From an optimization exercise on the open Yosys and OpenROAD flow, aimed at small area and a short achievable clock period; shortcuts taken in it are not production practice. Only simulation tests tie the RTL to the original design; equivalence was not proved. Power figures rest on the tool's default switching activity, not on a simulated workload.

### design/flow/config.mk
export PLATFORM = sky130hd
export DESIGN_NAME = stride_prefetcher_top
export DESIGN_NICKNAME = stride_prefetcher_top
export VERILOG_FILES = /design/flow/design.v
export SDC_FILE = /design/flow/constraint.sdc
export NUM_CORES = 4
export LEC_CHECK = 0
export CAP_MARGIN = 20
export CORE_MARGIN = 2
export CORE_UTILIZATION = 40
export CTS_CLUSTER_DIAMETER = 80
export CTS_CLUSTER_SIZE = 24
export SETUP_SLACK_MARGIN = 4.0
export SLEW_MARGIN = 20
### design/flow/constraint.sdc
create_clock -name core_clock -period 7.2 [get_ports {clk_i}]
set_input_delay 1.4400 -clock core_clock [delete_from_list [all_inputs] [get_ports {clk_i}]]
set_output_delay 1.4400 -clock core_clock [all_outputs]
set_load 0.01 [all_outputs]
### design/flow/design.v
package hwpf_pkg;
    typedef enum logic [2:0] {
        INITIAL,
        STRIDE_DETECTION,
        HIT1,
        HIT2,
        HIT3
    } train_state_e;
    typedef logic [39-1:0] region_tag_t;
    typedef logic [6-1:0] line_idx_t;
    typedef logic signed [6-1:0] stride_t;
    typedef logic [45-1:0] line_addr_t;
endpackage
`timescale 1ns/1ps
module snoop_capture (
    input  logic                    clk_i,
    input  logic                    rst_ni,
    input  logic                    snoop_valid_i,
    input  logic [49-1:0] snoop_addr_i,
    output logic                    cap_valid_o,
    output hwpf_pkg::line_addr_t    cap_line_o
);
    logic accept;
    assign accept = snoop_valid_i && (snoop_addr_i[49-1 -: 39] != '0);
    always_ff @(posedge clk_i) begin
        if (!rst_ni) begin
            cap_valid_o <= 1'b0;
        end else begin
            cap_valid_o <= accept;
        end
    end
    always_ff @(posedge clk_i) begin
        cap_line_o <= snoop_addr_i[49-1:4];
    end
endmodule
`timescale 1ns/1ps
module stride_table (
    input  logic                  clk_i,
    input  logic                  rst_ni,
    input  hwpf_pkg::region_tag_t snoop_tag_i,
    input  logic                  cap_valid_i,
    input  hwpf_pkg::line_addr_t  cap_line_i,
    output logic                  emit_valid_o,
    output hwpf_pkg::line_addr_t  emit_line_o,
    output logic                  emit_inc_o,      
    output logic                  emit_dec_o,      
    output hwpf_pkg::stride_t     emit_stride_o
);
    localparam int N = 8;
    logic [N-1:0]           valid_q;
    hwpf_pkg::region_tag_t  tag_q      [N];
    hwpf_pkg::line_idx_t    last_idx_q [N];
    hwpf_pkg::stride_t      stride_q   [N];
    hwpf_pkg::train_state_e state_q    [N];
    logic [N-1:0] raw_q;     
    logic [N-1:0] wr_q;      
    logic         same_q;    
    hwpf_pkg::region_tag_t cap_tag;
    hwpf_pkg::line_idx_t   cap_idx;
    assign cap_tag = cap_line_i[45-1 -: 39];
    assign cap_idx = cap_line_i[6-1:0];
    logic [N-1:0] older [N];
    logic [N-1:0] lru;
    logic [N-1:0] inv_first;
    logic [N-1:0] victim;
    logic [N-1:0] match;
    logic [N-1:0] sel;
    logic         hit;
    logic         alloc;
    always_comb begin
        for (int i = 0; i < N; i++) begin
            lru[i] = &older[i];
            inv_first[i] = !valid_q[i];
            for (int k = 0; k < i; k++) begin
                if (!valid_q[k]) inv_first[i] = 1'b0;
            end
            match[i] = valid_q[i] && (wr_q[i] ? same_q : raw_q[i]);
        end
        victim = (&valid_q) ? lru : inv_first;
        hit    = |match;
        sel    = hit ? match : victim;
        alloc  = cap_valid_i && !hit;
    end
    genvar gi, gj;
    generate
        for (gi = 0; gi < N; gi++) begin : g_row
            assign older[gi][gi] = 1'b1;
            for (gj = gi + 1; gj < N; gj++) begin : g_col
                logic older_q;
                always_ff @(posedge clk_i) begin
                    if (!rst_ni) begin
                        older_q <= 1'b0;
                    end else if (cap_valid_i && (sel[gi] || sel[gj])) begin
                        older_q <= sel[gj];
                    end
                end
                assign older[gi][gj] = older_q;
                assign older[gj][gi] = !older_q;
            end
        end
    endgenerate
    logic [N-1:0]           same_idx;    
    logic [N-1:0]           emit;        
    logic [N-1:0]           wen;         
    hwpf_pkg::line_idx_t    cur_idx;
    hwpf_pkg::stride_t      delta;       
    hwpf_pkg::line_idx_t    psum       [N];
    hwpf_pkg::line_idx_t    pcar       [N];
    hwpf_pkg::train_state_e nxt_state  [N];
    hwpf_pkg::stride_t      cur_stride;
    logic                   do_emit;
    always_comb begin
        cur_stride = '0;
        cur_idx    = '0;
        for (int i = 0; i < N; i++) begin
            same_idx[i] = (cap_idx == last_idx_q[i]);
            emit[i]     = 1'b0;
            psum[i] = last_idx_q[i] ^ stride_q[i] ^ ~cap_idx;
            pcar[i] = (last_idx_q[i] & stride_q[i]) | ((last_idx_q[i] | stride_q[i]) & ~cap_idx);
            if ((psum[i] ^ {pcar[i][6-2:0], 1'b0}) != '1) begin
                nxt_state[i] = (state_q[i] == hwpf_pkg::INITIAL) ? hwpf_pkg::STRIDE_DETECTION
                                                                 : hwpf_pkg::INITIAL;
            end else begin
                case (state_q[i])
                    hwpf_pkg::INITIAL:          nxt_state[i] = hwpf_pkg::STRIDE_DETECTION;
                    hwpf_pkg::STRIDE_DETECTION: nxt_state[i] = hwpf_pkg::HIT1;
                    hwpf_pkg::HIT1:             nxt_state[i] = hwpf_pkg::HIT2;
                    hwpf_pkg::HIT2:             nxt_state[i] = hwpf_pkg::HIT3;
                    hwpf_pkg::HIT3: begin
                        nxt_state[i] = hwpf_pkg::INITIAL;
                        emit[i]      = 1'b1;
                    end
                    default:                    nxt_state[i] = hwpf_pkg::INITIAL;
                endcase
            end
            wen[i] = cap_valid_i && (match[i] ? !same_idx[i] : (!hit && victim[i]));
            cur_stride = cur_stride | ({6{match[i]}} & stride_q[i]);
            cur_idx    = cur_idx    | ({6{match[i]}} & last_idx_q[i]);
        end
        do_emit = cap_valid_i && |(match & ~same_idx & emit);
    end
    assign delta = hwpf_pkg::stride_t'(cap_idx - cur_idx);
    logic [6-1:0] lo_g;
    logic [6-1:0] lo_p;
    logic                   lo_carry;
    assign lo_g = cap_idx & cur_stride;
    assign lo_p = cap_idx | cur_stride;
    always_comb begin
        lo_carry = 1'b0;
        for (int j = 0; j < 6; j++) begin
            lo_carry = lo_carry | (lo_g[j] & (&(lo_p | ~({6{1'b1}} << (j + 1)))));
        end
    end
    always_ff @(posedge clk_i) begin
        for (int i = 0; i < N; i++) begin
            raw_q[i] <= (snoop_tag_i == tag_q[i]);
            wr_q[i]  <= alloc && victim[i];
        end
        same_q <= (snoop_tag_i == cap_tag);
    end
    always_ff @(posedge clk_i) begin
        if (!rst_ni) begin
            valid_q      <= '0;
            emit_valid_o <= 1'b0;
        end else begin
            emit_valid_o <= do_emit;
            for (int i = 0; i < N; i++) begin
                if (wen[i]) valid_q[i] <= !(match[i] && emit[i]);
            end
        end
    end
    always_ff @(posedge clk_i) begin
        for (int i = 0; i < N; i++) begin
            if (wen[i]) begin
                tag_q[i]      <= cap_tag;
                last_idx_q[i] <= cap_idx;
                stride_q[i]   <= match[i] ? delta : '0;
                state_q[i]    <= match[i] ? nxt_state[i] : hwpf_pkg::INITIAL;
            end
        end
    end
    always_ff @(posedge clk_i) begin
        emit_line_o   <= cap_line_i;
        emit_stride_o <= cur_stride;
        emit_inc_o    <= lo_carry && !cur_stride[6-1];
        emit_dec_o    <= !lo_carry && cur_stride[6-1];
    end
endmodule
`timescale 1ns/1ps
module stream_queue (
    input  logic                 clk_i,
    input  logic                 rst_ni,
    input  logic                 emit_valid_i,
    input  hwpf_pkg::line_addr_t emit_line_i,
    input  hwpf_pkg::stride_t    emit_stride_i,
    input  logic                 emit_inc_i,
    input  logic                 emit_dec_i,
    output logic                 pf_valid_o,
    input  logic                 pf_ready_i,
    output hwpf_pkg::line_addr_t pf_base_line_o,
    output hwpf_pkg::stride_t    pf_stride_o,
    output logic                 pf_drop_o
);
    localparam int BUF_N = 16 - 1;
    typedef logic [3:0] ptr_t;
    hwpf_pkg::line_addr_t base_mem   [BUF_N];
    hwpf_pkg::stride_t    stride_mem [BUF_N];
    ptr_t       rd_q;
    ptr_t       wr_q;
    logic [4:0] count_q;     
    logic       full;
    logic       multi;       
    logic       push;
    logic       pop;
    logic       head_from_buf;
    logic       head_from_in;
    logic       buf_write;
    hwpf_pkg::line_addr_t in_base;
    logic [6-1:0] base_lo;
    hwpf_pkg::region_tag_t  base_tag;
    assign base_lo = emit_line_i[6-1:0] + emit_stride_i;
    always_comb begin
        logic ones;
        logic zeros;
        ones  = 1'b1;
        zeros = 1'b1;
        for (int k = 0; k < 39; k++) begin
            base_tag[k] = emit_line_i[6+k] ^ ((emit_inc_i && ones) || (emit_dec_i && zeros));
            ones  = ones  && emit_line_i[6+k];
            zeros = zeros && !emit_line_i[6+k];
        end
    end
    assign in_base = {base_tag, base_lo};
    assign full  = count_q[4];
    assign multi = (count_q > 5'd1);
    assign pop   = pf_valid_o && pf_ready_i;
    assign push  = emit_valid_i && (!full || pf_ready_i);
    assign head_from_buf = pop && multi;
    assign head_from_in  = push && (!pf_valid_o || (pop && !multi));
    assign buf_write     = push && !head_from_in;
    function automatic ptr_t ptr_inc(input ptr_t p);
        if (p == ptr_t'(BUF_N - 1)) ptr_inc = '0;
        else                        ptr_inc = p + 1'b1;
    endfunction
    always_ff @(posedge clk_i) begin
        if (!rst_ni) begin
            rd_q       <= '0;
            wr_q       <= '0;
            count_q    <= '0;
            pf_valid_o <= 1'b0;
            pf_drop_o  <= 1'b0;
        end else begin
            pf_drop_o <= emit_valid_i && !push;
            if (buf_write) begin
                wr_q <= ptr_inc(wr_q);
            end
            if (head_from_buf) begin
                rd_q <= ptr_inc(rd_q);
            end
            case ({push, pop})
                2'b10: begin
                    count_q    <= count_q + 1'b1;
                    pf_valid_o <= 1'b1;
                end
                2'b01: begin
                    count_q    <= count_q - 1'b1;
                    pf_valid_o <= multi;
                end
                default: ;
            endcase
        end
    end
    always_ff @(posedge clk_i) begin
        if (head_from_buf) begin
            pf_base_line_o <= base_mem[rd_q];
            pf_stride_o    <= stride_mem[rd_q];
        end else if (head_from_in) begin
            pf_base_line_o <= in_base;
            pf_stride_o    <= emit_stride_i;
        end
    end
    always_ff @(posedge clk_i) begin
        for (int i = 0; i < BUF_N; i++) begin
            if (buf_write && wr_q == ptr_t'(i)) begin
                base_mem[i]   <= in_base;
                stride_mem[i] <= emit_stride_i;
            end
        end
    end
endmodule
`timescale 1ns/1ps
module stride_prefetcher_top (
    input  logic                    clk_i,
    input  logic                    rst_ni,
    input  logic                    snoop_valid_i,
    input  logic [49-1:0] snoop_addr_i,
    output logic                    pf_valid_o,
    input  logic                    pf_ready_i,
    output hwpf_pkg::line_addr_t              pf_base_line_o,
    output hwpf_pkg::stride_t                 pf_stride_o,
    output logic                    pf_drop_o
);
    logic                  cap_valid;
    hwpf_pkg::line_addr_t  cap_line;
    logic                  emit_valid;
    hwpf_pkg::line_addr_t  emit_line;
    hwpf_pkg::stride_t     emit_stride;
    logic                  emit_inc;
    logic                  emit_dec;
    snoop_capture u_capture (
        .clk_i         (clk_i),
        .rst_ni        (rst_ni),
        .snoop_valid_i (snoop_valid_i),
        .snoop_addr_i  (snoop_addr_i),
        .cap_valid_o   (cap_valid),
        .cap_line_o    (cap_line)
    );
    stride_table u_table (
        .clk_i         (clk_i),
        .rst_ni        (rst_ni),
        .snoop_tag_i   (snoop_addr_i[49-1 -: 39]),
        .cap_valid_i   (cap_valid),
        .cap_line_i    (cap_line),
        .emit_valid_o  (emit_valid),
        .emit_line_o   (emit_line),
        .emit_stride_o (emit_stride),
        .emit_inc_o    (emit_inc),
        .emit_dec_o    (emit_dec)
    );
    stream_queue u_queue (
        .clk_i          (clk_i),
        .rst_ni         (rst_ni),
        .emit_valid_i   (emit_valid),
        .emit_line_i    (emit_line),
        .emit_stride_i  (emit_stride),
        .emit_inc_i     (emit_inc),
        .emit_dec_i     (emit_dec),
        .pf_valid_o     (pf_valid_o),
        .pf_ready_i     (pf_ready_i),
        .pf_base_line_o (pf_base_line_o),
        .pf_stride_o    (pf_stride_o),
        .pf_drop_o      (pf_drop_o)
    );
endmodule
### design/flow/run.sh
#!/bin/bash
# synth_recipe.tcl (not shown) runs the flow's synth.tcl, then flattens the netlist and writes it again
# the make line also repeats each setting of config.mk as NAME=value (left out here)
make -C /OpenROAD-flow-scripts/flow DESIGN_CONFIG=/design/flow/config.mk WORK_HOME=/design/flow/orfs CLKGATE_MAP_FILE= SYNTH_SCRIPT=/design/flow/synth_recipe.tcl finish
==> run notes, run 1 <==
The biggest area contributor in the post-synthesis netlist is edfxtp_1. Most instantiated flip-flop cell in the synthesis netlist: edfxtp_1. The path with the worst hold slack has its endpoint at u_table.tag_q[1][0]. The run gives 5682 as the post-layout instance count excluding filler cells. The logs give 12100 for the filler cell count and 0.307 GHz for the fmax.

STA puts the critical path data arrival time at 3.79 ns. The number of storage elements in the synthesis netlist works out to 1416. The detailed router finished its first iteration with 4173 violations. The library cell with the highest instance count after synthesis is edfxtp_1. The run gives 6 as the initial antenna violation count. Along the worst path, the maximum fanout reaches 11. The post-route netlist has 11.9% of its cells at a drive strength greater than 1. For this block, the via count after detailed routing is 33100.

Setup violations remaining at the end of the flow were counted as 0. Clock-pin slew was measured on the worst setup and hold paths at 0.10 ns. The register-to-register path setup slack is 4.06 ns.

The setup TNS was 0 ns. Setup repair after global routing could not meet its margin everywhere. The path class of the tightest hold or removal check is flop to flop. Sequential cells were found to cover 73.1% of the synthesized design area. For this design the static power due to leakage is 20.5 nW.

Ranked by instance count, the synthesized netlist is headed by 1248 x edfxtp_1, 346 x xor2_1, 255 x a22oi_1, 177 x nand2_1, 168 x dfxtp_1. Across all setup checks in the final design, the least slack found is 3.94 ns. In this run the tightest slew margin relative to its limit is 26.4%. The post-detailed-placement cell area was 59900 µm²; the largest net degree at the start of global routing was 58. The floorplan die width is 378 µm, and the warning count from the yosys run is 13. At the pin with the least slew margin, the transition time is 1.10 ns.

Measured along the y axis, the die boundary spans 378 µm. The H-tree was split into 3 levels. Cell chosen for the clock root: clkbuf_16.

STA classifies the critical path startpoint as a primary input. The hold buffer count at CTS is 0. The net total in the final layout is 3878, and the post-route worst hold slack is 0.466 ns. The number of enable-type register cells in the synthesized netlist was 1248; the combinational cell fraction of total power was 4.0%. The worst setup path is captured at a flop. The total count of max-transition violations in the final report is 0. In the post-synthesis netlist, the biggest area contributors are edfxtp_1 67%, dfxtp_1 6.0%, xor2_1 5.4%, a22oi_1 3.4%, xnor2_1 2.4%. The first-pass GRT wire length is 228000 µm, and the number of hold violations in the final report is 0.

After layout, the design draws a total of 14.1 mW. In the global route stage, overall resource usage came out at 22.3%. The post-synthesis to final-layout area growth works out to 13.6%.

The part of the cycle the worst path needs was 45.2%. The highest ir drop seen on vdd came out at 0.000152 V. The tool flagged a number of max-cap violations equal to 0.

In this run the critical register-to-register path is captured at u_table.tag_q[4][27]. Total placed cells including tap cells: 5500. The area of the multi-input gates was 15100 µm². OpenSTA, run right after detailed placement, puts the worst setup slack at 2.61 ns. The top cell type by area accounts for 67.1% of the synthesized area. Internal power comes to 11.1 mW.

Share of total power in the clock network: 32.0%. After routing the design area is 63400 µm². Full die area: 143000 µm². On the final layout, the worst clock skew is 0.0378 ns. The initial core utilization is 40.2%, and the net count of the mapped netlist is 3677.

Along the worst hold path, the cell count comes to 0. STA puts the critical path data required time at 7.74 ns. The area of the core region is 139000 µm², and the power per unit of standard cell area is 222 nW/µm². The startpoint identified for the worst register-to-register timing path is u_table.valid_q[2]. The smallest clock period supported by the final layout is computed as 3.26 ns. Share of synthesized flip-flops with an asynchronous set or reset: 0%. The longest clock path from root to sink contains 3 buffers. Counting every sink on the clock net gives 1416.

Startpoint of the worst hold path: u_capture.cap_line_o[6]. The cell count after synthesis came out at 3568. For the worst-skew pair, the clock arrives at the later sink with an insertion delay of 0.70 ns. Summing every instance area after synthesis gives 55800 µm². The number of vias per cell after detailed routing was 5.82. The switching part of the total was 21.4%; the half-perimeter wire length of the detailed placement result was 90900 µm. The number of top-level pins was 106; the count of buffers inserted at the top-level ports was 101. The remaining routing DRC violations was 0; the routed length per placed instance was 28.6 µm.

The via count of the first global-routing pass was 32000; the average instance area after synthesis was 15.6 µm². Sequential cells account for 64.0% of the total power. The worst setup path is of the primary input to flop kind. After global routing the overflow that remains totals 0. The area taken by flip-flops and latches was 40900 µm²; the post-route core utilization was 45.6%. For the placement row count, the log shows 137.

Worst reg-to-reg path cell count: 7. At the end of routability-driven placement, the weighted congestion stood at 0.893. For this design the total switching power over the nets is 3.01 mW.

The final routed wirelength across all metal layers came out at 162000 µm. Before antenna repair, the detailed router went through 5 iterations. The run finished with no timing, DRC or antenna violations. The run gives 0 as the final antenna-violating net count.

TritonCTS built the clock tree. In this run, CTS created clock tree buffers numbering 71. The number of different library cells used by synthesis comes to 71.
## state kept, by name, summed over array words and instances, names as in the netlist, 45 cells and up
signal,flops
u_capture.cap_line_o,45
u_queue.base_mem,675
u_queue.pf_base_line_o,45
u_queue.stride_mem,90
u_table.emit_line_o,45
u_table.last_idx_q,48
u_table.stride_q,48
u_table.tag_q,312
## layout make-up
| class | count | share of cell area (%) |
|---|---|---|
| antenna | 2 | 0.00789 |
| clock buffer | 97 | 3.02 |
| clock inverter | 11 | 0.221 |
| inverter | 48 | 0.308 |
| multi-input combinational | 1930 | 23.9 |
| sequential | 1416 | 64.4 |
| tap | 1876 | 3.70 |
| timing repair buffer | 302 | 4.48 |
## power groups by stage
stage | clock network [mW] | logic [mW] | registers (mW)
finish | 4.50 | 0.560 | 9.01
global route | 4.86 | 0.593 | 9.02
CTS | 4.58 | 0.538 | 9.01
detailed placement | 0 | 0.516 | 9.19
global placement | 0 | 0.510 | 9.19
floorplan | 0 | 0.281 | 9.17
## worst max path at each step
stage	slack, ns	to	cells past startpoint	startpoint
detailed placement	2.61	u_queue.base_mem[5][0]	8	pf_ready_i
global route	3.97	u_queue.stride_mem[1][4]	9	pf_ready_i
finish	3.94	u_table.raw_q[3]	5	snoop_addr_i[38]
floorplan	2.96	u_queue.base_mem[2][0]	5	pf_ready_i
global placement	2.47	u_queue.base_mem[10][5]	7	pf_ready_i
CTS	3.99	u_queue.pf_base_line_o[5]	8	u_queue.rd_q[0]
## critical path, stage by stage
cell	delay, ns
clkdlybuf4s50_1	0.89
xor2_1	0.36
nor3_1	0.31
nand4_1	0.22
nor4_1	0.56
## cell usage in the layout (no fill, tap or decap), types with 7 or more instances in the layout
master           instances
buf_4                  161
nor4_1                  93
o22ai_1                 12
xnor2_4                 10
or4_1                    9
a2111oi_0                7
dfxtp_1                159
a22o_1                  46
a21o_1                  11
nor2_4                  15
buf_6                   19
ha_1                    14
inv_1                   43
nor3_4                   7
fa_1                    42
nor3_1                  32
clkbuf_1                24
a222oi_1                49
a21oi_1                 58
xor2_1                 343
xnor2_2                 12
and2_1                  19
nand2_1                170
xnor2_1                139
a32oi_1                  8
dlygate4sd2_1           17
and3_1                  15
nor2_1                  89
nor4_2                  13
a22oi_1                252
a31oi_1                 15
nand3_1                108
and4_1                  15
clkbuf_16               76
a221oi_1                48
nand4_1                 66
o21ai_0                 60
buf_12                  12
clkdlybuf4s50_1         78
edfxtp_1              1248
## cells by family (layout without fill, tap and decap cells)
kind of cell	after synthesis	in the layout	share of synthesized area (%)
and+or+nand+nor	729	731	6.88
AOI/OAI and AO/OA	619	620	8.22
DFF	1416	1416	73.1
xor gates and xnor gates	507	507	8.07
other	0	2	0
adders and majority gates	57	57	1.84
muxes	15	15	0.276
buffers and inverters	225	458	1.57
## repair_timing
item	4_1_cts	5_1_grt
gates resized for setup	131	66
hold endpoints to repair	0	0
setup buffers	45	20
pin swaps	17	7
gates cloned	4	3
setup endpoints to repair	1124	620
## routing by layer
layer	GRT usage (%)	routed length [µm]	up-vias
met5	0	29	-
met2	35.7	76100	1645
li1	-	-	14200
met1	31.5	67500	17000
met4	6.09	4670	4
met3	3.76	14000	240
==> run 2: changes to the inputs <==
--- a/design/flow/config.mk
+++ b/design/flow/config.mk
@@ -12,3 +12,3 @@
 export CTS_CLUSTER_SIZE = 24
-export SETUP_SLACK_MARGIN = 4.0
+export SETUP_SLACK_MARGIN = 4.3
 export SLEW_MARGIN = 20
==> run notes, run 2 <==
The run finished with no timing, DRC or antenna violations. The height of the die is 378 µm (unchanged). The minimum period implied by the final worst setup slack is 3.00 ns (-0.253 ns).

TritonCTS built the clock tree. Total placed cells including tap cells: 5494 (-0.11%). The worst hold-check path type is flop to flop.

Total power: 14.3 mW (+1.3%). Worst flop-to-flop path startpoint: u_table.wr_q[5]. The first-pass GRT wire length is 236000 µm (+3.4%), and the setup TNS is 0 ns (unchanged). The library cell used most frequently in the layout, excluding fill and tap cells, is edfxtp_1. The logs give 5786 (+1.8%) for the post-layout instance count excluding filler cells and 143000 µm² (unchanged) for the full die area. The post-detailed-placement cell area was 60000 µm² (about the same). The tools report the launch point of the worst path as u_table.wr_q[5]. The number of enable-type register cells in the synthesized netlist is 1248 (unchanged).

For the initial core utilization, the log shows 40.2% (unchanged). The arrival time at the worst endpoint is 3.49 ns (-0.30 ns), and the final estimated routing congestion in global placement is 0.878 (-1.7%). Counting flops per register, the top entry is u_queue.base_mem. The run gives 65800 µm² (+3.7%) as the area of all placed cells without fillers.

The largest registers in the layout are u_queue.base_mem x675, u_table.tag_q x312, u_queue.stride_mem x90. The worst max-slew margin expressed relative to the limit is 28.6% (+2.2 points). The share of synthesized flip-flops with an asynchronous set or reset came out at 0% (unchanged). The run gives 58 (unchanged) as the largest net degree at the start of global routing.

The count of buffers inserted at the top-level ports was 101 (unchanged). Sorting the synthesized cells by area gives the leading types as edfxtp_1 67%, dfxtp_1 6.0%, xor2_1 5.4%, a22oi_1 3.4%, xnor2_1 2.4%. STA classifies the critical path endpoint as a flop.

The run gives 0 (unchanged) as the remaining routing DRC violations. The highest ir drop seen on vdd came out at 0.000210 V (+38%). The cell sitting at the root of the clock tree is a clkbuf_16. Clock skew after layout: 0.0309 ns (-0.00684 ns). The number of antenna repair diodes was 0 (-2); the part of the cycle the worst path needs was 41.7% (-3.5 points). The tools report the via count of the first global-routing pass as 32500 (+1.6%). The largest total area in the synthesized netlist belongs to edfxtp_1. The remaining global-route overflow is 0 (unchanged).

The via count of the routed design was 33800 (+2.3%); the number of buffer and inverter stages on the critical path was 1 (unchanged). The clock-pin slew reported for the worst setup and hold paths after clock tree synthesis was 0.10 ns (about the same). The share of the synthesized area in the top cell type works out to 67.1% (unchanged). The logs give 168000 µm (+3.7%) for the final routed wirelength across all metal layers and 55800 µm² (unchanged) for the mapped cell area. The initial antenna violation count was 4 (-2).

By instance count, the cell type seen most on the critical path is a21o_1. The signal on the critical path passes through mux2i_2 > nor2_4 > a22oi_2 > and4_1 > ha_1 > a21o_1 > a21o_1 > a21o_1 > a21oi_4 > xnor2_4 > buf_6 > nor2_1. The routed length per placed instance is 29.1 µm (+1.9%), and the half-perimeter wire length of the detailed placement result is 91700 µm (+0.89%).

The warning count from the yosys run is 13 (unchanged). The clock tree buffer depth came out at 3 (unchanged). Setup repair after global routing could not meet its margin everywhere. The flip-flop count of the largest register after layout came out at 675 (unchanged). The floorplan die width was 378 µm (unchanged). The average instance area after synthesis was 15.6 µm² (unchanged); the H-tree depth was 3 (unchanged). The largest incremental delay on the critical path works out to 0.41 ns (-0.48 ns). The total count of max-transition violations in the final report was 0 (unchanged); the clock latency of the later-clocked register in the worst-skew pair was 0.73 ns (+0.03 ns). The number of DRC violations after detailed-routing iteration 0 is 4736 (+13%). From synthesis to final layout, the design area changed by 17.9%.

The critical path is of the flop to flop type. Number of buffers inserted during clock tree synthesis: 72 (+1.4%). By instance count, the leading cell after synthesis is edfxtp_1. The worst hold path begins at u_table.g_row[0].g_col[1].older_q. The number of max-cap violations was 0 (unchanged).

The run gives 0 (unchanged) as the final antenna-violating net count. The sequential fraction of the synthesis area is 73.1% (unchanged), and the cell count after synthesis is 3568 (unchanged). The placement row count was 137 (unchanged).

For the net total in the final layout, the log shows 3982 (+2.7%). Among all flip-flop cells after synthesis, the most frequent one is edfxtp_1. The number of hold violations in the final report is 0 (unchanged). The proportion of layout cells with a drive suffix above 1 is 17.2% (+5.3 points). Among all stages on the critical path, the largest delay is contributed by mux2i_2. The tools report the area of the core region as 139000 µm² (unchanged). The fmax was 0.333 GHz (+8.4%).

For the worst path required time, the log shows 7.68 ns (-0.06 ns). The run gives 23.1% (+0.81 points) as the total global routing track utilization. By count the netlist is led by 1248 x edfxtp_1, 346 x xor2_1, 255 x a22oi_1, 177 x nand2_1, 168 x dfxtp_1. The number of vias per cell after detailed routing was 5.85 (+0.44%); the leakage component of the power was 21.5 nW (+5.0%).

The number of clock sinks was 1416 (unchanged). In the layout the commonest cells are 1248 x edfxtp_1, 341 x xor2_1, 247 x a22oi_1. The net count of the mapped netlist is 3677 (unchanged). The transition time of the tightest slew-check pin is 1.06 ns (-0.0409 ns), and the largest driver fanout on the critical path is 6 (-5). The run gives 106 (unchanged) as the number of top-level pins. The count of distinct cell types in the synthesized netlist is 71 (unchanged), and the setup-violating endpoint count in the final report is 0 (unchanged). STA classifies the critical path startpoint as a flop. The number of storage elements in the synthesis netlist is 1416 (unchanged).

The power per unit of standard cell area was 217 nW/µm² (-2.3%). The number of detailed-route iterations in the first pass came out at 6 (+1). Largest delay contributor family on the critical path: compound AO/OA/AOI/OAI gates.
## run 2: report_power, final
group | internal [mW] | switching [mW]
clock network | 1.96 | 2.66
registers | 8.94 | 0.0785
logic | 0.237 | 0.384
## run 2: final timing paths
kind	end	slack, ns	cells after the start
min reg2reg	u_table.g_row[0].g_col[1].older_q	0.47	2
min	u_table.g_row[0].g_col[1].older_q	0.47	2
max	u_table.stride_q[0][5]	4.20	12
max reg2reg	u_table.stride_q[0][5]	4.20	12
## run 2: layer usage
layer,vias up,part of all wire (%),global-route usage [%]
met5,-,0.0083,0
li1,14400,-,-
met2,1728,47,37.7
met3,245,8.6,3.33
met4,2,2.8,6.31
met1,17400,41,32.4
## run 2: logic make-up after synthesis
kind of cell	after synthesis	synth area share [%]
AOI/OAI and AO/OA	619	8.22
xor gates and xnor gates	507	8.07
adders and majority gates	57	1.84
buffers and inverters	225	1.57
DFF	1416	73.1
muxes	15	0.276
and+or+nand+nor	729	6.88
## run 2: through the flow
| step | utilization [%] | setup slack (ns) | hold WS [ns] |
|---|---|---|---|
| 5_1_grt | 47.3 | 4.13 | 0.497 |
| 6_report | 47.3 | 4.20 | 0.473 |
| 4_1_cts | 46.6 | 4.20 | 0.472 |
| 3_3_place_gp | 43.1 | 2.55 | 0.451 |
| 2_1_floorplan | - | 2.96 | 0.423 |
| 3_5_place_dp | 43.1 | 2.50 | 0.459 |
## run 2: cell type report
type | instances | area [µm²]
inverter | 48 | 195
tap | 1876 | 2350
sequential | 1416 | 40900
clock inverter | 15 | 185
clock buffer | 96 | 1940
fill | 11800 | 73200
multi-input combinational | 1932 | 15800
timing repair buffer | 403 | 4480
## run 2: worst reg2reg max path, delay by kind of cell (launching register included)
family | cells | cell delay [ns]
AO/OA/AOI/OAI | 5 | 1.01
flip-flops | 1 | 0.38
multiplexers | 1 | 0.41
buffers and inverters | 1 | 0.16
adder cells (fa/ha/maj) | 1 | 0.23
XOR/XNOR | 1 | 0.16
AND/OR/NAND/NOR | 3 | 0.41
## run 2: what timing repair did
action | CTS | global route
setup buffers | 106 | 52
gates resized for setup | 418 | 108
hold endpoints to repair | 0 | 0
hold buffers | 0 | 0
pin swaps | 39 | 40
setup endpoints to repair | 1750 | 735
cloned | 16 | 6
==> run 3: changes to the inputs <==
--- a/design/flow/config.mk
+++ b/design/flow/config.mk
@@ -12,3 +12,3 @@
 export CTS_CLUSTER_SIZE = 24
-export SETUP_SLACK_MARGIN = 4.3
+export SETUP_SLACK_MARGIN = 4.45
 export SLEW_MARGIN = 20
==> run notes, run 3 <==
The tools report the post-detailed-placement cell area as 60000 µm² (unchanged). Clock tree buffer depth: 3 (unchanged). For the setup-violating endpoint count in the final report, the log shows 0 (unchanged).

The largest incremental delay on the critical path was 0.39 ns (-0.02 ns). The number of hold violations in the final report is 0 (unchanged). The number of buffer and inverter stages on the critical path is 2 (+1). The critical path in this run is classified as flop to flop. Via count of the routed design: 35300 (+4.3%).

The share of total power in the clock network is 32.3% (about the same). The count of buffers inserted at the top-level ports is 101 (unchanged). The number of storage elements in the synthesis netlist came out at 1416 (unchanged).

The part of the power in registers is 62.8% (-0.5 points). The first-pass GRT wire length is 242000 µm (+2.5%). u_queue.base_mem holds more flip-flops than any other register.

Worst max-slew margin expressed relative to the limit: 25.9% (-2.7 points). The routed length per placed instance is 30.4 µm (+4.6%). The number of detailed-route iterations in the first pass came out at 8 (+2).

The total global routing track utilization is 23.7% (+0.62 points). For the net count of the mapped netlist, the log shows 3677 (unchanged). Final routed wirelength across all metal layers: 180000 µm (+7.2%).

The share of synthesized flip-flops with an asynchronous set or reset was 0% (unchanged). The tools report the fmax as 0.327 GHz (-1.7%). The number of vias per cell after detailed routing was 5.95 (+1.7%). The part of the cycle the worst path needs is 42.4% (+0.70 points), and the clock skew after layout is 0.0319 ns (+0.000999 ns).

The clock latency of the later-clocked register in the worst-skew pair was 0.73 ns (about the same); the switching part of the total was 22.1% (+0.19 points). The run gives 0 (unchanged) as the hold buffer count at CTS. The synthesized design spends more area on one cell type than any other, namely edfxtp_1.

The minimum period implied by the final worst setup slack was 3.05 ns (+0.0506 ns). The remaining global-route overflow was 0 (unchanged). The total count of max-transition violations in the final report came out at 0 (unchanged).

The initial antenna violation count is 3 (-1). The floorplan die width was 378 µm (unchanged). The worst path required time is 7.67 ns (about the same).

The number of buffers inserted during clock tree synthesis came out at 72 (unchanged). The clock-pin slew reported for the worst setup and hold paths after clock tree synthesis works out to 0.10 ns (about the same). The half-perimeter wire length of the detailed placement result came out at 91700 µm (unchanged).

The largest registers in the layout are u_queue.base_mem x675, u_table.tag_q x312, u_queue.stride_mem x90. Leaving out fill and tap cells, the most frequent cell in the layout is edfxtp_1. The proportion of layout cells with a drive suffix above 1 works out to 23.3% (+6.1 points).

The run gives 55800 µm² (unchanged) as the mapped cell area. The warning count from the yosys run was 13 (unchanged). The top cell types in the final layout, fill and taps aside, are 1248 x edfxtp_1, 340 x xor2_1, 244 x a22oi_1. The largest net degree at the start of global routing came out at 58 (unchanged). The flow ran to the end and the layout has no timing, DRC or antenna violations. Worst hold-check path type: flop to flop. The logs give 137 (unchanged) for the placement row count and 3568 (unchanged) for the cell count after synthesis.

Counting instances in the post-synthesis netlist gives the leading cell types as 1248 x edfxtp_1, 346 x xor2_1, 255 x a22oi_1, 177 x nand2_1, 168 x dfxtp_1. The transition time of the tightest slew-check pin is 1.10 ns (+0.0401 ns), and the area of the core region is 139000 µm² (unchanged). The final antenna-violating net count is 0 (unchanged). The area of all placed cells without fillers was 68500 µm² (+4.2%). Number of top-level pins: 106 (unchanged).

The highest ir drop seen on vdd is 0.000211 V (+0.15%), and the net total in the final layout is 4126 (+3.6%). The logs give 32900 (+1.3%) for the via count of the first global-routing pass and 0 (unchanged) for the number of max-cap violations. The cell that appears most often on the critical path is a21o_1. For the net switching power, the log shows 3.17 mW (+1.6%). For the number of DRC violations after detailed-routing iteration 0, the log shows 5375 (+13%).

For the setup TNS, the log shows 0 ns (unchanged). The power per unit of standard cell area works out to 209 nW/µm² (-3.3%). The tools report the internal cell power as 11.2 mW (+0.42%).

The type of element capturing the critical path is a flop. The kind of cell with the highest combined delay along the critical path is compound AO/OA/AOI/OAI gates. The run gives 1416 (unchanged) as the number of clock sinks. The slowest stage of the critical path is the dfxtp_4 cell.

In the post-synthesis netlist, the biggest area contributors are edfxtp_1 67%, dfxtp_1 6.0%, xor2_1 5.4%, a22oi_1 3.4%, xnor2_1 2.4%. Traced cell by cell, the critical path runs through buf_8 > mux2i_4 > nor2_4 > a22oi_2 > and4_1 > ha_1 > a21o_1 > a21o_4 > a21o_1 > a21oi_4 > xnor2_4 > buf_6 > nor2_2. The tools report the sequential fraction of the synthesis area as 73.1% (unchanged). The number of enable-type register cells in the synthesized netlist came out at 1248 (unchanged).

For the arrival time at the worst endpoint, the log shows 3.53 ns (+0.04 ns). Most instantiated flip-flop cell in the synthesis netlist: edfxtp_1. H-tree depth: 3 (unchanged). The flip-flop count of the largest register after layout came out at 675 (unchanged). The largest driver fanout on the critical path came out at 5 (-1). Final estimated routing congestion in global placement: 0.878 (unchanged).

The run gives 0 (unchanged) as the remaining routing DRC violations. Setup repair after global routing could not meet its margin everywhere. TritonCTS built the clock tree.

The initial core utilization was 40.2% (unchanged); the height of the die was 378 µm (unchanged). Total power: 14.4 mW (+0.67%). Combinational cell fraction of total power: 4.9% (+0.5 points). Count of distinct cell types in the synthesized netlist: 71 (unchanged). The post-synthesis to final-layout area growth is 22.8%. Clock tree synthesis selected as its root buffer the cell clkbuf_16. STA classifies the critical path startpoint as a flop.

The logs give 143000 µm² (unchanged) for the full die area and 22.7 nW (+5.3%) for the leakage component of the power. The share of the synthesized area in the top cell type works out to 67.1% (unchanged). The average instance area after synthesis came out at 15.6 µm² (unchanged). In the post-synthesis netlist, the cell with the most instances is edfxtp_1.
==> run 3: kinds of logic (layout without fill, tap and decap cells) <==
family,Yosys count,in the layout,synth area share [%]
AOI/OAI and AO/OA,619,619,8.22
xor gates and xnor gates,507,507,8.07
adders and majority gates,57,57,1.84
buffers and inverters,225,704,1.57
DFF,1416,1416,73.1
muxes,15,15,0.276
other,0,1,0
and+or+nand+nor,729,736,6.88
==> run 3: layout make-up <==
cell class / count / area, µm²
fill: 11500 / 70500
sequential: 1416 / 40900
multi-input combinational: 1934 / 16400
timing repair buffer: 545 / 6550
tap: 1876 / 2350
clock buffer: 96 / 1940
inverter: 48 / 195
clock inverter: 15 / 185
antenna: 1 / 2.50
==> run 3: per-layer routing <==
layer	part of all wire [%]	GRT usage, %
met1	39	33.1
met2	47	38.6
met3	9.8	3.53
met4	3.9	6.94
met5	0.0089	0
==> run 3: what timing repair did <==
| action | in CTS | in global routing |
|---|---|---|
| setup buffers | 146 | 114 |
| pin swaps | 79 | 96 |
| gates cloned | 29 | 36 |
| endpoints found under the setup margin | 1869 | 1327 |
| gates resized for setup | 699 | 230 |
==> run 3: metrics by stage <==
step | utilization, % | hold WS, ns | cells | setup WS, ns
finish | 49.3 | 0.473 | 5931 | 4.15
detailed placement | 43.1 | 0.459 | 5494 | 2.50
global route | 49.3 | 0.497 | 5930 | 4.11
floorplan | - | 0.423 | 3568 | 2.96
CTS | 47.3 | 0.472 | 5780 | 4.25
global placement | 43.1 | 0.451 | 5490 | 2.55
==> run 3: worst paths after layout <==
kind | from | to | slack (ns) | depth (start not counted)
max | u_table.same_q | u_table.stride_q[7][5] | 4.15 | 13
min | u_table.g_row[0].g_col[1].older_q | u_table.g_row[0].g_col[1].older_q | 0.47 | 2
max reg2reg | u_table.same_q | u_table.stride_q[7][5] | 4.15 | 13
min reg2reg | u_table.g_row[0].g_col[1].older_q | u_table.g_row[0].g_col[1].older_q | 0.47 | 2
==> run 3: tightest hold or removal path, cell delays in order, from the launching register on <==
cell	delay [ns]
dfxtp_1	0.33
nand2_1	0.05
a21oi_1	0.05
==> run 3: power groups by stage <==
stage	clock network, mW	registers (mW)	logic [mW]
floorplan	0	9.17	0.281
global placement	0	9.20	0.497
detailed placement	0	9.20	0.503
CTS	4.67	9.01	0.608
global route	4.93	9.02	0.733
finish	4.63	9.02	0.703
==> run 4: changes to the inputs <==
--- a/design/flow/design.v
+++ b/design/flow/design.v
@@ -237,5 +237,7 @@
     assign push  = emit_valid_i && (!full || pf_ready_i);
-    assign head_from_buf = pop && multi;
-    assign head_from_in  = push && (!pf_valid_o || (pop && !multi));
-    assign buf_write     = push && !head_from_in;
+    assign head_from_buf = pf_ready_i && pf_valid_o && multi;
+    assign head_from_in  = pf_ready_i ? (emit_valid_i && !multi)
+                                      : (emit_valid_i && !pf_valid_o);
+    assign buf_write     = pf_ready_i ? (emit_valid_i && multi)
+                                      : (emit_valid_i && pf_valid_o && !full);
     function automatic ptr_t ptr_inc(input ptr_t p);
@@ -283,3 +285,4 @@
         for (int i = 0; i < BUF_N; i++) begin
-            if (buf_write && wr_q == ptr_t'(i)) begin
+            if (pf_ready_i ? (emit_valid_i && multi && wr_q == ptr_t'(i))
+                           : (emit_valid_i && pf_valid_o && !full && wr_q == ptr_t'(i))) begin
                 base_mem[i]   <= in_base;
--- a/design/flow/config.mk
+++ b/design/flow/config.mk
@@ -12,3 +12,3 @@
 export CTS_CLUSTER_SIZE = 24
-export SETUP_SLACK_MARGIN = 4.45
+export SETUP_SLACK_MARGIN = 4.3
 export SLEW_MARGIN = 20
==> run notes, run 4 <==
The run finished with no timing, DRC or antenna violations. The transition time of the tightest slew-check pin was 1.29 ns (+0.189 ns); the worst slack after detailed placement was 2.53 ns (+0.0267 ns). Launch point of the worst path: u_capture.cap_line_o[3]. Compound-cell area share of the yosys netlist: 8.24% (+0.015 points). After synthesis, the most frequently instantiated cells are 1248 x edfxtp_1, 349 x xor2_1, 263 x a22oi_1, 176 x nand2_1, 168 x dfxtp_1. Number of clock sinks: 1416 (unchanged). The clock latency of the later-clocked register in the worst-skew pair was 0.72 ns (about the same); the net total in the final layout was 3979 (-3.6%). The run gives 0.843 (-4.0%) as the final estimated routing congestion in global placement. Height of the die: 378 µm (about the same). The full die area was 143000 µm² (+0.16%); the half-perimeter wire length of the detailed placement result was 91200 µm (-0.60%). The total placed cells including tap cells is 5511 (+0.31%), and the highest ir drop seen on vdd is 0.000190 V (-9.7%). The floorplan die width came out at 378 µm (about the same). The worst reg-to-reg path cell count was 11 (-2); the average instance area after synthesis was 15.6 µm² (-0.25%).

Cell count after synthesis: 3583 (+0.42%). The tools report the post-layout instance count excluding filler cells as 5786 (-2.4%). In the synthesized netlist the dominant register cell turns out to be edfxtp_1. The number of DRC violations after detailed-routing iteration 0 is 4776 (-11%). The run gives 0.478 ns (+0.00444 ns) as the post-route worst hold slack. The clock skew after layout was 0.0431 ns (+0.0112 ns); the first-pass GRT wire length was 235000 µm (-2.8%). The leakage component of the power came out at 21.1 nW (-6.8%). In the layout the commonest cells are 1248 x edfxtp_1, 346 x xor2_1, 259 x a22oi_1. The power per unit of standard cell area was 219 nW/µm² (+4.8%). Register with the highest flop count: u_queue.base_mem.

The routed length per placed instance was 29.1 µm (-4.3%); the share of synthesized flip-flops with an asynchronous set or reset was 0% (unchanged). For the via count of the first global-routing pass, the log shows 32200 (-2.3%). Global-route layer with the greatest usage: met2.

The count of buffers inserted at the top-level ports was 101 (unchanged); the met2 track utilization from global routing was 37.5% (-1.0 points). The number of vias per cell after detailed routing came out at 5.85 (-1.6%). The count of distinct cell types in the synthesized netlist is 76 (+7.0%). The adder and majority gate portion of the synthesized area is 1.84% (about the same), and the proportion of synthesized area in mux cells is 0.282% (+0.0063 points). The clock-pin slew reported for the worst setup and hold paths after clock tree synthesis came out at 0.10 ns (about the same). Final routed wirelength across all metal layers: 168000 µm (-6.7%). The post-synthesis to final-layout area growth came out at 16.4%. The total power is 14.3 mW (-0.54%), and the number of detailed-route iterations in the first pass is 5 (-3). The hold buffer count at CTS is 0 (unchanged). Critical path class: flop to flop. Combinational family with the most area after synthesis: compound AO/OA/AOI/OAI gates.

The cell taking the most area after synthesis is edfxtp_1. The proportion of layout cells with a drive suffix above 1 works out to 15.8% (-7.5 points). The worst path required time was 7.80 ns (+0.13 ns); the met3 capacity usage during global routing was 3.25% (-0.29 points). The number of enable-type register cells in the synthesized netlist was 1248 (unchanged); the worst max-slew margin expressed relative to the limit was 13.8% (-12 points). The run gives 55900 µm² (+0.17%) as the mapped cell area.

The largest driver fanout on the critical path is 4 (-1). The net count of the mapped netlist was 3692 (+0.41%). The flip-flop count of the largest register after layout came out at 675 (unchanged). TritonCTS built the clock tree.

Warning count from the yosys run: 13 (unchanged). The logs give 139000 µm² (+0.12%) for the area of the core region and 4.10 ns (-0.04 ns) for the register-to-register path setup slack. The tools report the fmax as 0.323 GHz (-1.4%). The run gives 0 (unchanged) as the total count of max-transition violations in the final report.

The minimum period implied by the final worst setup slack is 3.10 ns (+0.0442 ns), and the clock tree buffer depth is 3 (unchanged). The run gives 0 ns (unchanged) as the setup TNS. For the number of top-level pins, the log shows 106 (unchanged). By area the synthesized netlist is led by edfxtp_1 67%, dfxtp_1 6.0%, xor2_1 5.5%, a22oi_1 3.5%, xnor2_1 2.4%. The tools report the initial antenna violation count as 8 (+5). The part of the cycle the worst path needs is 43.0% (+0.61 points). Arrival time at the worst endpoint: 3.69 ns (+0.16 ns).

The worst setup path endpoint is u_table.emit_valid_o. The run gives 4.10 ns (-0.0442 ns) as the slack of the critical path. Setup repair after global routing could not meet its margin everywhere. The total global routing track utilization was 23.0% (-0.80 points).

The parity-gate share of the synthesized area counting xor and xnor cells works out to 7.99% (-0.080 points). For the remaining routing DRC violations, the log shows 0 (unchanged). In the post-synthesis netlist, the cell with the most instances is edfxtp_1.

Most common cell after layout, fill and taps aside: edfxtp_1. The setup-violating endpoint count in the final report is 0 (unchanged), and the via count of the routed design is 33900 (-4.0%). The number of hold violations in the final report is 0 (unchanged), and the number of buffers inserted during clock tree synthesis is 72 (unchanged).

The tools report the critical path launch point type as a flop. The cell chosen for the clock root was clkbuf_16. The run gives 0 (unchanged) as the final antenna-violating net count. For the sequential fraction of the synthesis area, the log shows 73.0% (-0.12 points).

STA classifies the critical path endpoint as a flop. The number of storage elements in the synthesis netlist is 1416 (unchanged). The basic-gate share of the synthesized area counting and, or, nand and nor cells works out to 6.96% (+0.083 points).

H-tree depth: 3 (unchanged). The worst flop-to-flop path startpoint is u_capture.cap_line_o[3]. Share of the synthesized area in the top cell type: 67.0% (-0.11 points). The endpoint identified for the worst register-to-register timing path is u_table.emit_valid_o.

The run gives 0 (unchanged) as the remaining global-route overflow. The number of max-cap violations came out at 0 (unchanged). The run gives 57 (-1.7%) as the largest net degree at the start of global routing. The placement row count was 137 (unchanged). The run gives 32.6% (-0.52 points) as the global-route met1 utilization.

The initial core utilization came out at 40.2% (about the same). The largest registers in the layout are u_queue.base_mem x675, u_table.tag_q x312, u_queue.stride_mem x90. The tightest min-delay check is of the flop to flop type.
[run 4: stage by stage]
| step | util [%] | cell area [µm²] |
|---|---|---|
| 5_1_grt | 46.7 | 65100 |
| 6_report | 46.8 | 65100 |
| 4_1_cts | 45.9 | 63800 |
| 2_1_floorplan | - | 56200 |
| 3_5_place_dp | 43.2 | 60100 |
| 3_3_place_gp | 43.1 | 60000 |
[run 4: what timing repair did]
action	CTS	global route
gates resized for setup	313	113
buffers inserted	69	71
endpoints found under the setup margin	1484	853
pin swaps	25	21
gates cloned	11	10
[run 4: report_power, final]
part | internal (mW) | switching (mW) | total [mW]
logic | 0.219 | 0.389 | 0.608
clock network | 2.00 | 2.65 | 4.65
registers | 8.94 | 0.0725 | 9.01
total | 11.2 | 3.12 | 14.3
[run 4: cell type report]
class	instances	area (µm²)
clock buffers	93	1920
inverters	49	199
diodes	3	7.51
repair buffers	392	3880
flip-flops and latches	1416	40900
multi-input cells	1939	15600
well taps	1876	2350
fillers	12000	74100
clock inverters	18	236
[run 4: cell families (layout without fill, tap and decap cells)]
group	after synthesis	in the layout
AO/OA/AOI/OAI	620	622
XOR/XNOR	507	507
adder cells (fa/ha/maj)	57	57
buffers and inverters	235	552
flip-flops	1416	1416
multiplexers	15	15
other	0	3
AND/OR/NAND/NOR	733	738
[run 4: critical path, cell delays in order, from the launching register on]
cell and delay [ns]:
dfxtp_4 0.36, buf_12 0.11, clkinvlp_4 0.16, buf_4 0.21, fa_1 0.55, xor2_1 0.16
nand3_1 0.10, or4_4 0.44, or3_4 0.43, o211ai_1 0.12, a211oi_2 0.10, a41oi_2 0.25
[run 4: how the worst min path moves through the flow]
stage                                            startpoint                           endpoint  slack, ns  depth (start not counted)
final                     u_table.g_row[3].g_col[4].older_q  u_table.g_row[3].g_col[4].older_q       0.48                          2
after global routing               u_capture.cap_line_o[14]                u_table.tag_q[7][8]       0.49                          0
after CTS                 u_table.g_row[2].g_col[7].older_q  u_table.g_row[2].g_col[7].older_q       0.47                          2
after detailed placement           u_capture.cap_line_o[24]               u_table.tag_q[7][18]       0.45                          0
after global placement             u_capture.cap_line_o[14]                u_table.tag_q[7][8]       0.45                          0
after floorplan                     u_capture.cap_line_o[4]             u_table.emit_line_o[4]       0.41                          0
[run 4: routing by layer]
layer  share of wire (%)  up-vias  routed length, µm
li1                    -    14500                  -
met1                  41    17500              69600
met2                  47     1690              80000
met3                 8.4      239              14200
met4                 2.7        8               4560
met5               0.030        -                 50
==> run 5: changes to the inputs <==
--- a/design/flow/design.v
+++ b/design/flow/design.v
@@ -44,2 +44,4 @@
     output hwpf_pkg::line_addr_t  emit_line_o,
+    output logic [9:0]            emit_blk_ones_o,
+    output logic [9:0]            emit_blk_zeros_o,
     output logic                  emit_inc_o,      
@@ -104,4 +106,3 @@
     logic [N-1:0]           wen;         
-    hwpf_pkg::line_idx_t    cur_idx;
-    hwpf_pkg::stride_t      delta;       
+    hwpf_pkg::stride_t      delta      [N];
     hwpf_pkg::line_idx_t    psum       [N];
@@ -113,4 +114,4 @@
         cur_stride = '0;
-        cur_idx    = '0;
         for (int i = 0; i < N; i++) begin
+            delta[i]    = hwpf_pkg::stride_t'(cap_idx - last_idx_q[i]);
             same_idx[i] = (cap_idx == last_idx_q[i]);
@@ -137,3 +138,2 @@
             cur_stride = cur_stride | ({6{match[i]}} & stride_q[i]);
-            cur_idx    = cur_idx    | ({6{match[i]}} & last_idx_q[i]);
         end
@@ -141,3 +141,2 @@
     end
-    assign delta = hwpf_pkg::stride_t'(cap_idx - cur_idx);
     logic [6-1:0] lo_g;
@@ -176,3 +175,3 @@
                 last_idx_q[i] <= cap_idx;
-                stride_q[i]   <= match[i] ? delta : '0;
+                stride_q[i]   <= match[i] ? delta[i] : '0;
                 state_q[i]    <= match[i] ? nxt_state[i] : hwpf_pkg::INITIAL;
@@ -183,2 +182,6 @@
         emit_line_o   <= cap_line_i;
+        for (int b = 0; b < 10; b++) begin
+            emit_blk_ones_o[b]  <= &(cap_tag[4*b +: 4] | ((b == 9) ? 4'b1000 : 4'b0000));
+            emit_blk_zeros_o[b] <= ~|(cap_tag[4*b +: 4] & ((b == 9) ? 4'b0111 : 4'b1111));
+        end
         emit_stride_o <= cur_stride;
@@ -195,2 +198,4 @@
     input  hwpf_pkg::stride_t    emit_stride_i,
+    input  logic [9:0]           emit_blk_ones_i,    
+    input  logic [9:0]           emit_blk_zeros_i,   
     input  logic                 emit_inc_i,
@@ -224,8 +229,20 @@
         logic zeros;
-        ones  = 1'b1;
-        zeros = 1'b1;
+        logic blk_ones;
+        logic blk_zeros;
+        ones      = 1'b1;
+        zeros     = 1'b1;
+        blk_ones  = 1'b1;
+        blk_zeros = 1'b1;
         for (int k = 0; k < 39; k++) begin
-            base_tag[k] = emit_line_i[6+k] ^ ((emit_inc_i && ones) || (emit_dec_i && zeros));
-            ones  = ones  && emit_line_i[6+k];
-            zeros = zeros && !emit_line_i[6+k];
+            base_tag[k] = emit_line_i[6+k] ^ ((emit_inc_i && blk_ones && ones) ||
+                                                         (emit_dec_i && blk_zeros && zeros));
+            if (k % 4 == 3) begin
+                blk_ones  = blk_ones  && emit_blk_ones_i[k/4];
+                blk_zeros = blk_zeros && emit_blk_zeros_i[k/4];
+                ones      = 1'b1;
+                zeros     = 1'b1;
+            end else begin
+                ones  = ones  && emit_line_i[6+k];
+                zeros = zeros && !emit_line_i[6+k];
+            end
         end
@@ -237,7 +254,5 @@
     assign push  = emit_valid_i && (!full || pf_ready_i);
-    assign head_from_buf = pf_ready_i && pf_valid_o && multi;
-    assign head_from_in  = pf_ready_i ? (emit_valid_i && !multi)
-                                      : (emit_valid_i && !pf_valid_o);
-    assign buf_write     = pf_ready_i ? (emit_valid_i && multi)
-                                      : (emit_valid_i && pf_valid_o && !full);
+    assign head_from_buf = pop && multi;
+    assign head_from_in  = push && (!pf_valid_o || (pop && !multi));
+    assign buf_write     = push && !head_from_in;
     function automatic ptr_t ptr_inc(input ptr_t p);
@@ -285,4 +300,3 @@
         for (int i = 0; i < BUF_N; i++) begin
-            if (pf_ready_i ? (emit_valid_i && multi && wr_q == ptr_t'(i))
-                           : (emit_valid_i && pf_valid_o && !full && wr_q == ptr_t'(i))) begin
+            if (buf_write && wr_q == ptr_t'(i)) begin
                 base_mem[i]   <= in_base;
@@ -310,2 +324,4 @@
     hwpf_pkg::stride_t     emit_stride;
+    logic [9:0]            emit_blk_ones;
+    logic [9:0]            emit_blk_zeros;
     logic                  emit_inc;
@@ -329,2 +345,4 @@
         .emit_stride_o (emit_stride),
+        .emit_blk_ones_o  (emit_blk_ones),
+        .emit_blk_zeros_o (emit_blk_zeros),
         .emit_inc_o    (emit_inc),
@@ -338,2 +356,4 @@
         .emit_stride_i  (emit_stride),
+        .emit_blk_ones_i  (emit_blk_ones),
+        .emit_blk_zeros_i (emit_blk_zeros),
         .emit_inc_i     (emit_inc),
==> run notes, run 5 <==
The run finished with no timing, DRC or antenna violations. The run gives 163000 µm (-3.2%) as the final routed wirelength across all metal layers. Summed over all instances, the cell type with the most area after synthesis is edfxtp_1. The logs give 75 (-1.3%) for the count of distinct cell types in the synthesized netlist and 0.845 (+0.31%) for the final estimated routing congestion in global placement. The tools report the full die area as 145000 µm² (+1.4%). The mapped cell area was 56700 µm² (+1.4%). Initial antenna violation count: 7 (-1).

Largest net degree at the start of global routing: 56 (-1.8%). The number of buffers inserted during clock tree synthesis is 75 (+4.2%). For the post-route worst hold slack, the log shows 0.480 ns (+0.00256 ns). The slowest stage of the critical path belongs to the cell or4_4. The tools report the total global routing track utilization as 22.0% (-0.96 points).

The worst setup path is of the flop to flop kind. The transition time of the tightest slew-check pin is 1.06 ns (-0.232 ns), and the slack of the critical path is 4.19 ns (+0.0859 ns). The flip-flop count of the largest register after layout works out to 675 (unchanged). The net count of the mapped netlist is 3786 (+2.5%).

The count of buffers inserted at the top-level ports came out at 101 (unchanged). The height of the die came out at 381 µm (+0.70%). The tools report the cell count after synthesis as 3635 (+1.5%). The routed length per placed instance was 28.1 µm (-3.5%).

The number of antenna repair diodes came out at 0 (-3). The post-layout instance count excluding filler cells was 5803 (+0.29%); the clock skew after layout was 0.0291 ns (-0.0140 ns). The share of the synthesized area in the top cell type works out to 66.1% (-0.94 points). TritonCTS built the clock tree.

The most common cell in the synthesized netlist is edfxtp_1. The power per unit of standard cell area was 224 nW/µm² (+2.1%). Worst path required time: 7.81 ns (about the same). First-pass GRT wire length: 231000 µm (-1.8%). The setup-violating endpoint count in the final report came out at 0 (unchanged). The leakage component of the power was 21.4 nW (+1.1%). The number of max-cap violations is 0 (unchanged), and the number of cells on the worst hold path is 2 (unchanged).

The tools report the startpoint of the worst hold path as u_table.g_row[0].g_col[5].older_q. The highest ir drop seen on vdd was 0.000172 V (-9.4%); the largest incremental delay on the critical path was 0.54 ns (about the same). Ranked by instance count, the synthesized netlist is headed by 1248 x edfxtp_1, 343 x xor2_1, 219 x a22oi_1, 186 x dfxtp_1, 176 x nand2_1. The half-perimeter wire length of the detailed placement result is 91600 µm (+0.54%), and the number of storage elements in the synthesis netlist is 1434 (+1.3%). For the worst max-slew margin expressed relative to the limit, the log shows 29.3% (+16 points). The tools report the worst flop-to-flop path startpoint as u_capture.cap_line_o[1].

The run gives 0 (unchanged) as the number of hold violations in the final report. For the number of top-level pins, the log shows 106 (unchanged). For the fmax, the log shows 0.332 GHz (+2.9%).

The global-route layer with the greatest usage was met2. The logs give 0 (unchanged) for the remaining global-route overflow and 4.19 ns (+0.09 ns) for the register-to-register path setup slack. The critical register-to-register path endpoint is u_table.emit_valid_o.

Walking the worst path, the cells encountered are buf_12 > clkinvlp_4 > buf_12 > fa_1 > xnor2_1 > nand3_1 > or4_4 > or3_4 > nand2_2 > nor2_4 > a311oi_4. The number of clock sinks was 1434 (+1.3%); the met3 capacity usage during global routing was 2.91% (-0.34 points). For the net total in the final layout, the log shows 4016 (+0.93%). Most common cell after layout, fill and taps aside: edfxtp_1.

The post-route core utilization was 45.9% (-0.83 points). For the total placed cells including tap cells, the log shows 5606 (+1.7%). The critical path starts at u_capture.cap_line_o[1]. Final antenna-violating net count: 0 (unchanged).

The H-tree depth was 3 (unchanged); the number of DRC violations after detailed-routing iteration 0 was 4084 (-14%). The logs give 0 (unchanged) for the total count of max-transition violations in the final report and 138 (+0.73%) for the placement row count. The tools report the clock tree buffer depth as 3 (unchanged).

The largest registers in the layout are u_queue.base_mem x675, u_table.tag_q x312, u_queue.stride_mem x90. The clock latency of the later-clocked register in the worst-skew pair was 0.74 ns (+0.02 ns); the area of the core region was 141000 µm² (+1.4%). The share of synthesized flip-flops with an asynchronous set or reset works out to 0% (unchanged). The cell sitting at the root of the clock tree is a clkbuf_16.

The path with the worst hold slack has its endpoint at u_table.g_row[0].g_col[5].older_q. The clock-pin slew reported for the worst setup and hold paths after clock tree synthesis was 0.10 ns (about the same); the number of enable-type register cells in the synthesized netlist was 1248 (unchanged). Most frequent cell on the critical path: buf_12. The worst hold-check path type was flop to flop. STA classifies the critical path endpoint as a flop.

The most instantiated flip-flop cell in the synthesis netlist was edfxtp_1. The hold buffer count at CTS is 0 (unchanged), and the worst slack after detailed placement is 2.60 ns (+0.0722 ns). The proportion of layout cells with a drive suffix above 1 works out to 13.1% (-2.7 points). Filler cell count: 12300 (+2.2%). The run gives 6 (+1) as the number of detailed-route iterations in the first pass. The library cells used most frequently in the layout, excluding fill and tap cells, are 1248 x edfxtp_1, 333 x xor2_1, 217 x a22oi_1.

The number of vias per cell after detailed routing came out at 5.74 (-1.8%). Counting flops per register, the top entry is u_queue.base_mem. The largest driver fanout on the critical path was 6 (+2). In the post-synthesis netlist, the biggest area contributors are edfxtp_1 66%, dfxtp_1 6.6%, xor2_1 5.3%, a22oi_1 2.9%, xnor2_1 2.3%. The arrival time at the worst endpoint was 3.62 ns (-0.07 ns). The critical path launch point type is a flop. The minimum period implied by the final worst setup slack came out at 3.01 ns (-0.0859 ns). Relative to the synthesized area, the layout overhead comes to 14.2%. The run gives 36.3% (-1.2 points) as the met2 track utilization from global routing. The via count of the routed design was 33300 (-1.5%); the via count of the first global-routing pass was 32200 (+0.21%). The average instance area after synthesis was 15.6 µm² (about the same); the initial core utilization was 40.2% (about the same). Setup repair after global routing could not meet its margin everywhere.

The remaining routing DRC violations was 0 (unchanged). For the sequential fraction of the synthesis area, the log shows 72.6% (-0.39 points). The part of the cycle the worst path needs was 41.8% (-1.2 points). The global-route met1 utilization was 30.9% (-1.7 points); the worst reg-to-reg path cell count was 11 (unchanged).

Setup TNS: 0 ns (unchanged). The floorplan die width was 381 µm (+0.70%); the warning count from the yosys run was 16 (+3).
run 5: worst max path at each step:
stage / end / slack [ns]
final: u_table.emit_valid_o / 4.19
after global routing: u_table.emit_valid_o / 4.06
after CTS: u_table.emit_valid_o / 4.06
after detailed placement: u_queue.base_mem[9][28] / 2.60
after global placement: u_queue.base_mem[4][4] / 2.47
after floorplan: u_queue.base_mem[2][0] / 2.96
run 5: power by group:
group | switching (mW) | internal (mW)
clock network | 2.75 | 2.04
logic | 0.405 | 0.216
registers | 0.0554 | 9.04
total | 3.21 | 11.3
run 5: logic make-up (layout without fill, tap and decap cells):
logic type | Yosys count | count (layout) | share of synthesized area (%)
buffers and inverters | 246 | 522 | 1.69
XOR/XNOR | 494 | 494 | 7.68
multiplexers | 17 | 17 | 0.379
adder cells (fa/ha/maj) | 101 | 101 | 2.87
flip-flops | 1434 | 1434 | 72.6
AO/OA/AOI/OAI | 617 | 619 | 8.13
AND/OR/NAND/NOR | 726 | 726 | 6.62
run 5: worst max-delay path, delay by kind of cell (launching register included):
kind | cells | cell delay (ns)
DFF | 1 | 0.34
AOI/OAI and AO/OA | 1 | 0.36
adders and majority gates | 1 | 0.52
buffers and inverters | 3 | 0.40
xor gates and xnor gates | 1 | 0.12
and+or+nand+nor | 5 | 1.16
run 5: layout make-up:
cell class	instances	area (µm²)	share of cell area, %
clock buffers	99	2000	3.08
clock inverters	26	305	0.471
inverters	86	342	0.527
multi-input cells	1957	15400	23.8
flip-flops and latches	1434	41200	63.6
well taps	1890	2360	3.65
repair buffers	311	3140	4.84
run 5: metrics by stage:
stage | cell area [µm²] | power (mW)
after floorplan | 56900 | 9.59
after global placement | 61000 | 9.86
after detailed placement | 61000 | 9.87
after CTS | 64300 | 14.6
after global routing | 64800 | 14.9
final | 64800 | 14.5
run 5: per-layer routing:
| metal | part of all wire, % | wire (µm) |
|---|---|---|
| met1 | 42 | 68100 |
| met3 | 7.9 | 12800 |
| met2 | 48 | 78600 |
| met4 | 2.1 | 3450 |
| met5 | 0.0080 | 13 |
run 5: what timing repair did:
action | 4_1_cts | 5_1_grt
endpoints found under the setup margin | 1474 | 641
gates cloned | 8 | 3
pin swaps | 15 | 22
hold endpoints to repair | 0 | 0
setup buffers | 33 | 28
gates resized for setup | 267 | 61
==> run 6: changes to the inputs <==
--- a/design/flow/config.mk
+++ b/design/flow/config.mk
@@ -12,3 +12,3 @@
 export CTS_CLUSTER_SIZE = 24
-export SETUP_SLACK_MARGIN = 4.3
+export SETUP_SLACK_MARGIN = 4.4
 export SLEW_MARGIN = 20
==> run notes, run 6 <==
The worst max-slew margin expressed relative to the limit was 24.4% (-4.9 points). Warning count from the yosys run: 16 (unchanged). The compound-cell area share of the yosys netlist is 8.13% (unchanged).

The share of the synthesized area in the top cell type is 66.1% (unchanged), and the hold buffer count at CTS is 0 (unchanged). The cell chosen for the clock root is clkbuf_16. The tools report the number of clock sinks as 1434 (unchanged). The critical path goes through clkinvlp_4 > buf_4 > fa_1 > xor2_1 > nand3_1 > or4_4 > or3_4 > nand2_4 > nor2_4 > a311oi_4.

Half-perimeter wire length of the detailed placement result: 91600 µm (unchanged). The area of all placed cells without fillers came out at 65300 µm² (+0.77%). For the number of DRC violations after detailed-routing iteration 0, the log shows 4137 (+1.3%). The number of storage elements in the synthesis netlist was 1434 (unchanged).

The first-pass GRT wire length was 233000 µm (+0.73%); the proportion of synthesized area in mux cells was 0.379% (unchanged). The floorplan die width works out to 381 µm (unchanged). The switching part of the total is 22.1% (about the same). The post-detailed-placement cell area came out at 61000 µm² (unchanged). The average instance area after synthesis works out to 15.6 µm² (unchanged).

The clock latency of the later-clocked register in the worst-skew pair came out at 0.73 ns (about the same). Cell taking the most area after synthesis: edfxtp_1. The largest driver fanout on the critical path is 7 (+1), and the setup TNS is 0 ns (unchanged). The flow ran to the end and the layout has no timing, DRC or antenna violations. The basic-gate share of the synthesized area counting and, or, nand and nor cells is 6.62% (unchanged).

The tools report the number of hold violations in the final report as 0 (unchanged). The final estimated routing congestion in global placement is 0.845 (unchanged). The parity-gate share of the synthesized area counting xor and xnor cells was 7.68% (unchanged).

The share of total power in the clock network was 33.0% (about the same). The tools report the internal cell power as 11.3 mW (about the same). The area growth from synthesis to layout is 15.1%. The run gives 4.4% (about the same) as the combinational cell fraction of total power. Worst path required time: 7.81 ns (about the same). The number of enable-type register cells in the synthesized netlist is 1248 (unchanged). The run gives 79700 µm (+1.3%) as the wire length on met2.

Leaving out fill and tap cells, the most frequent cell in the layout is edfxtp_1. The via count of the routed design came out at 33600 (+0.82%). TritonCTS built the clock tree. The arrival time at the worst endpoint came out at 3.62 ns (about the same). Cell count after synthesis: 3635 (unchanged). The proportion of layout cells with a drive suffix above 1 was 15.4% (+2.3 points). The count of buffers inserted at the top-level ports is 101 (unchanged). For the total global routing track utilization, the log shows 22.2% (+0.17 points). The number of antenna repair diodes is 0 (unchanged), and the number of buffers inserted during clock tree synthesis is 75 (unchanged).

The transition time of the tightest slew-check pin was 1.13 ns (+0.0736 ns). The area of the core region came out at 141000 µm² (unchanged). Setup repair after global routing could not meet its margin everywhere. The post-route core utilization is 46.3% (+0.35 points), and the count of distinct cell types in the synthesized netlist is 75 (unchanged). The final antenna-violating net count was 0 (unchanged).

For the mapped cell area, the log shows 56700 µm² (unchanged). The net switching power came out at 3.21 mW (about the same). The H-tree depth was 3 (unchanged); the remaining routing DRC violations was 0 (unchanged). The clock-pin slew reported for the worst setup and hold paths after clock tree synthesis is 0.10 ns (about the same). The tools report the total count of max-transition violations in the final report as 0 (unchanged). The final routed wirelength across all metal layers came out at 165000 µm (+1.4%). The height of the die works out to 381 µm (unchanged). The minimum period implied by the final worst setup slack is 3.01 ns (-0.000160 ns). The largest registers in the layout are u_queue.base_mem x675, u_table.tag_q x312, u_queue.stride_mem x90. Routed length per placed instance: 28.3 µm (+0.92%). The worst setup path is launched from a flop. By startpoint and endpoint, the worst setup path is classified as flop to flop. The share of synthesized flip-flops with an asynchronous set or reset came out at 0% (unchanged). The tools report the clock tree buffer depth as 3 (unchanged). The worst setup path is captured at a flop.

For the clock skew after layout, the log shows 0.0317 ns (+0.00258 ns). Number of vias per cell after detailed routing: 5.76 (+0.31%). The number of buffer and inverter stages on the critical path is 2 (-1). Met3 routed wirelength: 12700 µm (-0.46%). The worst hold-check path type was flop to flop.
run 6: layout make-up:
class                      count  area, µm²
clock buffer                  99       2000
clock inverter                26        305
fill                       12200      75800
inverter                      86        342
multi-input combinational   1958      15600
sequential                  1434      41200
tap                         1890       2360
timing repair buffer         340       3430
run 6: cell families (layout without fill, tap and decap cells):
group                    Yosys count  count (layout)
AO/OA/AOI/OAI                    617             620
XOR/XNOR                         494             494
multiplexers                      17              17
AND/OR/NAND/NOR                  726             726
buffers and inverters            246             551
flip-flops                      1434            1434
adder cells (fa/ha/maj)          101             101
run 6: worst register-to-register path: stages (launching register included):
cell,delay [ns]
dfxtp_1,0.38
clkinvlp_4,0.12
buf_4,0.21
fa_1,0.57
xor2_1,0.14
nand3_1,0.10
or4_4,0.54
or3_4,0.38
nand2_4,0.08
nor2_4,0.04
a311oi_4,0.36
run 6: worst paths after layout:
check / start / end / slack (ns) / depth (start not counted)
min: u_table.g_row[4].g_col[6].older_q / u_table.g_row[4].g_col[6].older_q / 0.48 / 2
max: u_capture.cap_line_o[3] / u_table.emit_valid_o / 4.19 / 10
min reg2reg: u_table.g_row[4].g_col[6].older_q / u_table.g_row[4].g_col[6].older_q / 0.48 / 2
max reg2reg: u_capture.cap_line_o[3] / u_table.emit_valid_o / 4.19 / 10
run 6: routing by layer:
| layer | track usage (%) | vias to the layer above |
|---|---|---|
| met5 | 0 | - |
| met4 | 5.22 | 2 |
| met3 | 3.24 | 211 |
| met2 | 36.5 | 1441 |
| met1 | 31.0 | 17500 |
| li1 | - | 14500 |
run 6: power by group through the flow:
stage,Combinational (mW),Sequential (mW),Clock [mW]
global route,0.673,9.11,5.14
floorplan,0.311,9.28,0
CTS,0.613,9.10,4.87
detailed placement,0.580,9.29,0
finish,0.632,9.10,4.78
global placement,0.572,9.29,0
run 6: timing repair:
action | in CTS | in global routing
buffers inserted | 53 | 34
pin swaps | 24 | 23
setup endpoints to repair | 1506 | 763
cloned | 11 | 4
gates resized for setup | 442 | 95
run 6: metrics by stage:
step	hold slack [ns]	std cells	setup slack, ns
after floorplan	0.423	3635	2.96
after global placement	0.459	5605	2.47
after detailed placement	0.467	5606	2.60
after CTS	0.478	5795	4.14
after global routing	0.503	5833	4.08
final	0.480	5833	4.19
